Source: an optimization exercise on an open RTL-to-GDS flow (aim: small area, a short achievable clock period and few clock cycles per item). Production flows keep margins and buffers that such runs may drop.
Only simulation tests tie the RTL to the original design; equivalence was not proved.
No activity file was given, so power comes from the tool's default toggle rates.

==> flow/design.v (excerpt) <==
module window_clipped_box_coverage_core #(
  parameter int MAX_DIM   = wcbc_pkg::MAX_DIM_DEF,
  parameter int AREA_BITS = wcbc_pkg::AREA_BITS_DEF
) (
  input  logic                  clk,
  input  logic                  rst_n,
  input  logic                  in_valid,
  input  logic [77:0]           in_item,
  output logic                  in_stall,
  output logic                  out_valid,
  output logic [80:0]           out_item,
  input  logic                  out_stall,
  input  logic                  cfg_psel,
  input  logic                  cfg_penable,
  input  logic                  cfg_pwrite,
  input  logic [wcbc_pkg::CFG_ADDR_W-1:0] cfg_paddr,
  input  logic [wcbc_pkg::CFG_DATA_W-1:0] cfg_pwdata,
  output logic [wcbc_pkg::CFG_DATA_W-1:0] cfg_prdata,
  output logic                  cfg_pready
);
  logic [16:0] ra_r, athr_r;
  logic [15:0] cthr_r;
  logic        cfg_wr;
  assign cfg_pready = 1'b1;
  assign cfg_wr     = cfg_psel & cfg_penable & cfg_pwrite;
  always_ff @(posedge clk) begin
    if (!rst_n) begin
      ra_r   <= 17'h10000;
      athr_r <= 17'h08000;
      cthr_r <= 16'd10;
    end else if (cfg_wr) begin
      case (cfg_paddr[3:2])
        2'd0: ra_r   <= cfg_pwdata[16:0];
        2'd1: athr_r <= cfg_pwdata[16:0];
        2'd2: cthr_r <= cfg_pwdata[15:0];
        default: ;
      endcase
    end
  end
  always_comb begin
    case (cfg_paddr[3:2])
      2'd0:    cfg_prdata = {15'd0, ra_r};
  ...
Settings: LEC_CHECK=0, CAP_MARGIN=20, CORE_MARGIN=2, CORE_UTILIZATION=40, SETUP_SLACK_MARGIN=5, SLEW_MARGIN=20; clock period 10.0 ns.
run.sh (not shown) runs the stock make flow with config.mk's settings and CLKGATE_MAP_FILE= SYNTH_SCRIPT=/design/flow/synth_recipe.tcl, a recipe that flattens the netlist after the stock synthesis.
Testbench counts at the start, summed over its fixed seeds: cycles 12,854, items 10,966.
Rerun with:
--- a/flow/design.v
+++ b/flow/design.v
@@ -176,19 +176,18 @@
   logic [15:0] c_r;
   logic [28:0] mc_r, mp_r;
   logic        mlast_r;
   logic [30:0] acc_r;         
   logic [3:0]  acnt_r;
   logic        a_busy_r;
   typedef enum logic [1:0] {D_IDLE = 2'd0, D_WAIT = 2'd1, D_RUN = 2'd2} dst_t;
   dst_t        dst_r;
   logic [24:0] den_r, rem_r;
-  logic [26:0] den3_r;        
   logic [23:0] qx_r;
   logic [3:0]  dcnt_r;
   logic [39:0] so_r;
   logic [15:0] co_r;
   logic        out_valid_r;
   logic        fs_s_r, fs_c_r, fs_z_r;    
   logic r_hold, beg_block, end_block;
   assign r_hold    = r_beg_r & (bph_r != 2'd2);
   assign beg_block = a_busy_r & (acnt_r < 4'd12);
@@ -448,19 +447,19 @@
   logic        sat;
   logic [26:0] tq;
   logic [27:0] e1, e2, e3;
   logic        g1, g2, g3;
   logic [24:0] r2;
   assign sat = (|so_r[39:33]) | (rem_r >= den_r);
   assign tq  = {rem_r, qx_r[23:22]};
   assign e1  = {1'b0, tq} - {3'b000, den_r};
   assign e2  = {1'b0, tq} - {2'b00, den_r, 1'b0};
-  assign e3  = {1'b0, tq} - {1'b0, den3_r};
+  assign e3  = {1'b0, tq} - {3'b000, den_r} - {2'b00, den_r, 1'b0};
   assign g1  = ~e1[27];
   assign g2  = ~e2[27];
   assign g3  = ~e3[27];
   assign r2  = g3 ? e3[24:0] : (g2 ? e2[24:0] : (g1 ? e1[24:0] : tq[24:0]));
   always_ff @(posedge clk) begin
     if (!rst_n) begin
       dst_r       <= D_IDLE;
       out_valid_r <= 1'b0;
     end else begin
@@ -494,19 +493,18 @@
       if ((dcnt_r == 4'd0) & sat) begin
         qx_r <= {24{1'b1}};
       end else begin
         qx_r <= {qx_r[21:0], g2, g3 | (g1 & ~g2)};
       end
       dcnt_r <= dcnt_r + 4'd1;
     end
     if ((p_end_r | (dst_r == D_WAIT)) & ~a_busy_r) begin
       den_r  <= acc_r[26:2];
-      den3_r <= {2'b00, acc_r[26:2]} + {1'b0, acc_r[26:2], 1'b0};
       fs_z_r <= ~|acc_r[26:2];
     end
   end
   logic fs_area, fs;
   assign fs_area = fs_z_r ? fs_s_r
                  : ((qx_r > {7'd0, athr_r}) | ((qx_r == {7'd0, athr_r}) & (|rem_r)));
   assign fs      = fs_area & fs_c_r;
   assign out_valid = out_valid_r;
   assign out_item  = {fs, co_r, so_r, qx_r};
=>
- total power climbs by 3.8%
- die area drops by 4.8%
- register-to-register slack is worse by 470 ps
- utilization climbs by 0.63 points
- area after synthesis drops by 4.8%
- via count drops by 3.3%
Testbench counts after the change, summed over its fixed seeds: cycles 12,854, items 10,966.

-- static timing again, ports no longer ideal --
Ports are ideal in the flow. The routed layouts listed here were re-timed in OpenROAD.
Step 1 (the two cells are an assumption about what drives the block):
set clk [get_ports {clk}]
set_driving_cell -lib_cell sky130_fd_sc_hd__clkbuf_16 $clk
set_driving_cell -lib_cell sky130_fd_sc_hd__buf_2 [delete_from_list [all_inputs] $clk]
Step 2 adds t to the input delays and takes it off the output delays; t is the mean of the earliest and latest rising clock arrival at the registers after step 1. Input paths then give back, and output paths get back, about the clock's delay inside the block.
a / b / c = no drivers / after step 1 / after step 2; a / b = the first two.
run | shift t [ns] | slack for setup (ns) | clock arrival spread, ns
the first run | 0.688 | 4.847 / 4.776 / 4.821 | 0.025 / 0.025
the second run | 0.722 | 4.671 / 4.671 / 4.671 | 0.050 / 0.050
After both steps setup and hold are still met in every run listed. The setup slack of the first run, which loses most, moves by -0.071 ns with the drivers and by -0.026 ns with both steps.
